This design comes from an exercise in tuning for small area, a short achievable clock period and few clock cycles on the open sky130 flow, not from production work.
RTL that was checked went through simulation tests only; none was proved equivalent to the original.
The flow treats the clock pin as an ideal source, which a real chip does not have.
No activity file was given, so power comes from the tool's default toggle rates.

## l2_write_buffer
module l2_write_buffer (
    input  logic   clk_i,
    input  logic   rst_i,
    input  logic   l2_read,
    input  logic   l2_write,
    input  l2_wb_types::addr_t  l2_address,
    input  l2_wb_types::line_t  l2_wdata,
    output logic   l2_resp,
    output l2_wb_types::line_t  l2_rdata,
    output logic   pmem_read,
    output logic   pmem_write,
    output l2_wb_types::addr_t  pmem_address,
    output l2_wb_types::line_t  pmem_wdata,
    input  logic   pmem_resp,
    input  l2_wb_types::line_t  pmem_rdata,
    output logic   wb_empty
);
    logic                   valid_q;       
    l2_wb_types::lineaddr_t line_q;        
    logic                   resp_q;
    logic                   pmem_read_q;   
    logic                   pmem_write_q;  
    logic                   wb_empty_q;
    l2_wb_types::line_t     data;
    logic hit;
    logic free;      
    logic new_req;   
    logic load_w;
    logic start_rd;
    logic rd_hit;
    assign hit      = valid_q && (line_q == l2_wb_types::line_of(l2_address));
    assign free     = !(pmem_read_q || pmem_write_q) || pmem_resp;
    assign new_req  = !resp_q && !pmem_read_q;
    assign load_w   = new_req && l2_write && free;
    assign rd_hit   = new_req && l2_read && hit;
    assign start_rd = new_req && l2_read && !hit && free;
    l2_wb_storage u_storage (
        .clk_i   (clk_i),
        .load_w_i(load_w),
        .load_r_i(pmem_read_q),
        .wdata_i (l2_wdata),
        .rdata_i (pmem_rdata),
        .data_o  (data)
    );
    always_ff @(posedge clk_i or posedge rst_i) begin
        if (rst_i) begin
            valid_q      <= 1'b0;
            line_q       <= '0;
            resp_q       <= 1'b0;
            pmem_read_q  <= 1'b0;
            pmem_write_q <= 1'b0;
            wb_empty_q   <= 1'b1;
        end else begin
  ...
Settings: LEC_CHECK=0, CAP_MARGIN=20, CORE_AREA=10 10 390 390, DIE_AREA=0 0 400 400, SETUP_SLACK_MARGIN=2.9, SLEW_MARGIN=20; clock period 5.0 ns.
standard.sh (not shown) runs the stock make flow with config.mk's settings and CLKGATE_MAP_FILE= SYNTH_SCRIPT=/design/flow/synth_recipe.tcl, a recipe that flattens the netlist after the stock synthesis.
==> flow/flow/run.sh <==
#!/bin/bash
# Standard layout, with the port buffers made from the smallest plain buffer.
set -euo pipefail
export BUFFER_PORTS_ARGS="-buffer_cell sky130_fd_sc_hd__buf_1"
bash standard.sh > standard_flow.log 2>&1
The starting point completed with no timing, DRC or antenna violations.
==> next run, changes <==
SETUP_SLACK_MARGIN = not set   (was 2.9)
Synthesized cell count is unchanged.
Die area is unchanged.
Register-to-register slack got worse by 780 ps.
Non-clock buffer count goes down by 45.
No run of this note included a check of the RTL's function; only the layout flow was run.


Setup of v47:
Another version of the RTL of l2_write_buffer (not shown whole).
Size in the first run: roughly 280 flip-flops, ~1,100 I/O pins, ~13,000 um^2 of cells after synthesis.
==> flow/design.v (excerpt) <==
module l2_write_buffer (
    input  logic   clk_i,
    input  logic   rst_i,
    input  logic   l2_read,
    input  logic   l2_write,
    input  l2_wb_types::addr_t  l2_address,
    input  l2_wb_types::line_t  l2_wdata,
    output logic   l2_resp,
    output l2_wb_types::line_t  l2_rdata,
    output logic   pmem_read,
    output logic   pmem_write,
    output l2_wb_types::addr_t  pmem_address,
    output l2_wb_types::line_t  pmem_wdata,
    input  logic   pmem_resp,
    input  l2_wb_types::line_t  pmem_rdata,
    output logic   wb_empty
);
export LEC_CHECK = 0
export CAP_MARGIN = 20
export CORE_AREA = 10 10 290 290
export CTS_CLUSTER_DIAMETER = 100
export CTS_CLUSTER_SIZE = 20
export DIE_AREA = 0 0 300 300
export SETUP_SLACK_MARGIN = 2.8
export SLEW_MARGIN = 20
create_clock -name core_clock -period 5.0 [get_ports {clk_i}]
==> flow/flow/run.sh <==
#!/bin/bash
# Standard layout (standard.sh) with: port buffers made from the smallest plain
# buffer, high-fanout nets split into buffer trees before timing repair, the
# pins placed on more metal layers so that the die can be smaller, and the four
# pins of each data bit (l2_wdata, pmem_rdata, l2_rdata, pmem_wdata) kept
# together, and no delay cells used as buffers by the repair steps.
set -euo pipefail
export BUFFER_PORTS_ARGS="-buffer_cell sky130_fd_sc_hd__buf_1"
export PRE_RESIZE_TCL="$PWD/flow/pre_resize.tcl"
pins=""
if [[ -f flow/pins.args ]]; then pins="$(cat flow/pins.args)"; fi
if [[ -f flow/group_bits ]]; then
  for i in $(seq 0 255); do
    pins="$pins -group_pins {l2_wdata[$i] pmem_rdata[$i] l2_rdata[$i] pmem_wdata[$i]}"
  done
fi
export PLACE_PINS_ARGS="$pins"
if [[ -f flow/io_v.txt ]]; then export IO_PLACER_V="$(cat flow/io_v.txt)"; fi
if [[ -f flow/io_h.txt ]]; then export IO_PLACER_H="$(cat flow/io_h.txt)"; fi
if [[ -f flow/post_cts.tcl ]]; then export POST_CTS_TCL="$PWD/flow/post_cts.tcl"; fi
if [[ -f flow/no_delay_cells.tcl ]]; then
  for step in FLOORPLAN GLOBAL_PLACE CTS GLOBAL_ROUTE REPAIR_TIMING_POST_PLACE DETAIL_PLACE; do
    export PRE_${step}_TCL="$PWD/flow/no_delay_cells.tcl"
  done
fi
bash standard.sh > standard_flow.log 2>&1
==> flow/flow/group_bits <==
group
==> flow/flow/io_v.txt <==
met2 met4
==> flow/flow/no_delay_cells.tcl <==
# Keep timing and design repair from using delay cells as buffers.
set_dont_use [get_lib_cells {sky130_fd_sc_hd__clkdlybuf4s* sky130_fd_sc_hd__dlygate* sky130_fd_sc_hd__dlymetal* sky130_fd_sc_hd__dlybuf*}]
==> flow/flow/pre_resize.tcl <==
source [file join [file dirname [info script]] no_delay_cells.tcl]
Testbench counts of v47, summed over its fixed seeds: cycles 25,351.
#### Input delta (v4 over v47)
==> flow/flow/run.sh <==
#!/bin/bash
# Standard layout (standard.sh) with: port buffers made from the smallest plain
# buffer, high-fanout nets split into buffer trees before timing repair, the
# pins placed on more metal layers so that the die can be smaller, and the four
# pins of each data bit (l2_wdata, pmem_rdata, l2_rdata, pmem_wdata) kept
# together.
set -euo pipefail
export BUFFER_PORTS_ARGS="-buffer_cell sky130_fd_sc_hd__buf_1"
export PRE_RESIZE_TCL="$PWD/flow/pre_resize.tcl"
pins=""
if [[ -f flow/pins.args ]]; then pins="$(cat flow/pins.args)"; fi
if [[ -f flow/group_bits ]]; then
  for i in $(seq 0 255); do
    pins="$pins -group_pins {l2_wdata[$i] pmem_rdata[$i] l2_rdata[$i] pmem_wdata[$i]}"
  done
fi
export PLACE_PINS_ARGS="$pins"
if [[ -f flow/io_v.txt ]]; then export IO_PLACER_V="$(cat flow/io_v.txt)"; fi
if [[ -f flow/io_h.txt ]]; then export IO_PLACER_H="$(cat flow/io_h.txt)"; fi
if [[ -f flow/post_cts.tcl ]]; then export POST_CTS_TCL="$PWD/flow/post_cts.tcl"; fi
bash standard.sh > standard_flow.log 2>&1
==> flow/flow/pre_resize.tcl <==
# no fanout limit
==> flow/config.mk <==
export PLATFORM = sky130hd
export DESIGN_NAME = l2_write_buffer
export DESIGN_NICKNAME = l2_write_buffer
export VERILOG_FILES = /design/flow/design.v
export SDC_FILE = /design/flow/constraint.sdc
export NUM_CORES = 4
export LEC_CHECK = 0
export CAP_MARGIN = 20
export CORE_AREA = 10 10 250 250
export CTS_CLUSTER_DIAMETER = 60
export CTS_CLUSTER_SIZE = 30
export DIE_AREA = 0 0 260 260
export SETUP_SLACK_MARGIN = 2.8
export SLEW_MARGIN = 20
removed: flow/flow/no_delay_cells.tcl
Findings:
Per the comparison of v4 with v47, portion of the clock cycle consumed by the worst path in the final layout has decreased, total power of the final layout went up by 2.8%.
Compared with v47, in v4 chip width down about 13%, highest cell delay on the worst timing path comparable, length in cells of the worst reg-to-reg path grew by 1.
The higher relative contribution of combinational cells to total power came out of v47.
## Diff of input files: v40 against v4
==> flow/flow/pre_resize.tcl <==
set_max_fanout 16 [current_design]
==> flow/config.mk <==
export PLATFORM = sky130hd
export DESIGN_NAME = l2_write_buffer
export DESIGN_NICKNAME = l2_write_buffer
export VERILOG_FILES = /design/flow/design.v
export SDC_FILE = /design/flow/constraint.sdc
export NUM_CORES = 4
export LEC_CHECK = 0
export CAP_MARGIN = 20
export CORE_AREA = 10 10 290 290
export CTS_CLUSTER_DIAMETER = 100
export CTS_CLUSTER_SIZE = 20
export DIE_AREA = 0 0 300 300
export SETUP_SLACK_MARGIN = 2.8
export SLEW_MARGIN = 20
--- outcome ---
Compared to v4, the router laid down more metal wire for v40. Row largest stage delay on the critical path: v40 lower / v4 higher. Of the two candidates, v4 has the worse total power and v40 the better one. Delta (v40 minus v4): count of fill cells added during filler insertion rose about 40%; count of placed standard cells in the final layout, fillers left out rose about 12%.
Input changes introduced in v55 (baseline for comparison: v40):
==> flow/flow/run.sh <==
#!/bin/bash
# Standard layout (standard.sh) with: port buffers made from the smallest plain
# buffer, high-fanout nets split into buffer trees before timing repair, and
# the pins placed on more metal layers so that the die can be smaller.
set -euo pipefail
export BUFFER_PORTS_ARGS="-buffer_cell sky130_fd_sc_hd__buf_1"
export PRE_RESIZE_TCL="$PWD/flow/pre_resize.tcl"
if [[ -f flow/pins.args ]]; then export PLACE_PINS_ARGS="$(cat flow/pins.args)"; fi
if [[ -f flow/io_v.txt ]]; then export IO_PLACER_V="$(cat flow/io_v.txt)"; fi
if [[ -f flow/io_h.txt ]]; then export IO_PLACER_H="$(cat flow/io_h.txt)"; fi
if [[ -f flow/post_cts.tcl ]]; then export POST_CTS_TCL="$PWD/flow/post_cts.tcl"; fi
bash standard.sh > standard_flow.log 2>&1
==> flow/flow/post_cts.tcl (new file) <==
# Collapse the middle levels of the clock tree so that every leaf clock buffer
# is driven by the root clock buffer directly.
set block [ord::get_db_block]
set collapsed 0
foreach inst [$block getInsts] {
  set name [$inst getName]
  if {![regexp {^clkbuf_[1-9][0-9]*_} $name]} { continue }
  set innet [[$inst findITerm A] getNet]
  set outnet [[$inst findITerm X] getNet]
  foreach it [$outnet getITerms] {
    if {[$it getInst] eq $inst} { continue }
    $it disconnect
    $it connect $innet
  }
  odb::dbInst_destroy $inst
  odb::dbNet_destroy $outnet
  incr collapsed
}
puts "post_cts: collapsed $collapsed clock buffers"
-- flow/config.mk --
<<< v40, line 11
export CTS_CLUSTER_SIZE = 20
export DIE_AREA = 0 0 300 300
export SETUP_SLACK_MARGIN = 2.8
export SLEW_MARGIN = 20
>>> v55, line 11
export CTS_CLUSTER_SIZE = 20
export DIE_AREA = 0 0 300 300
export SETUP_SLACK_MARGIN = 2.9
export SLEW_MARGIN = 20
removed: flow/flow/group_bits
--- outcome ---
v55 ended up with combinational logic as its power group with the highest consumption; v40 ended up with registers. Relative to v40, the final cell area reported for v55 is higher. Result for v55 and v40: all clean. Compare v55 and v40 | part of the cycle the worst path needs higher: v40. Compared with v40, in v55 headroom to the max-slew limit picked up an extra 0.51 points, fraction of met3 tracks used by global routing rose 5.6 points, final setup skew fell by 0.0044 ns, arrival time of the worst setup path shows a reduction of 0.11 ns, number of antenna diodes rose by 4. Of v55 and v40, it is v55 that has the higher total design power.

-- re-timing with driven ports --
In the flow no input, the clock included, has a driving cell. The finished layouts below were timed again as built, in two steps.
Step 1 (the two cells are an assumption about what drives the block):
set clk [get_ports {clk_i}]
set_driving_cell -lib_cell sky130_fd_sc_hd__clkbuf_16 $clk
set_driving_cell -lib_cell sky130_fd_sc_hd__buf_2 [delete_from_list [all_inputs] $clk]
Step 2 moves the port delays by t, midway between the first and last clock arrival at a register: inputs arrive t later, outputs are due t later. That takes back most of the time a late clock gives input paths.
a / b / c = no drivers / after step 1 / after step 2; a / b = the first two.
run	t (ns)	setup slack, ns	slew at the worst register clock pin (ns)	worst data-port slew with drivers (ns)
the first run of note 1	0.660	2.630 / 2.560 / 2.340	0.07 / 0.07	0.25
the second run of note 1	0.657	1.989 / 1.925 / 1.594	0.07 / 0.07	0.27
v47	0.595	2.859 / 2.799 / 2.259	0.09 / 0.09	0.18
v4	0.587	2.871 / 2.822 / 2.297	0.08 / 0.08	0.17
v40	0.601	2.806 / 2.792 / 2.199	0.09 / 0.09	0.20
v55	0.568	2.875 / 2.862 / 2.294	0.09 / 0.09	0.18
After both steps every run listed still meets setup and hold. The setup slack of v40, which loses most, moves by -0.014 ns with the drivers and by -0.607 ns with both steps.
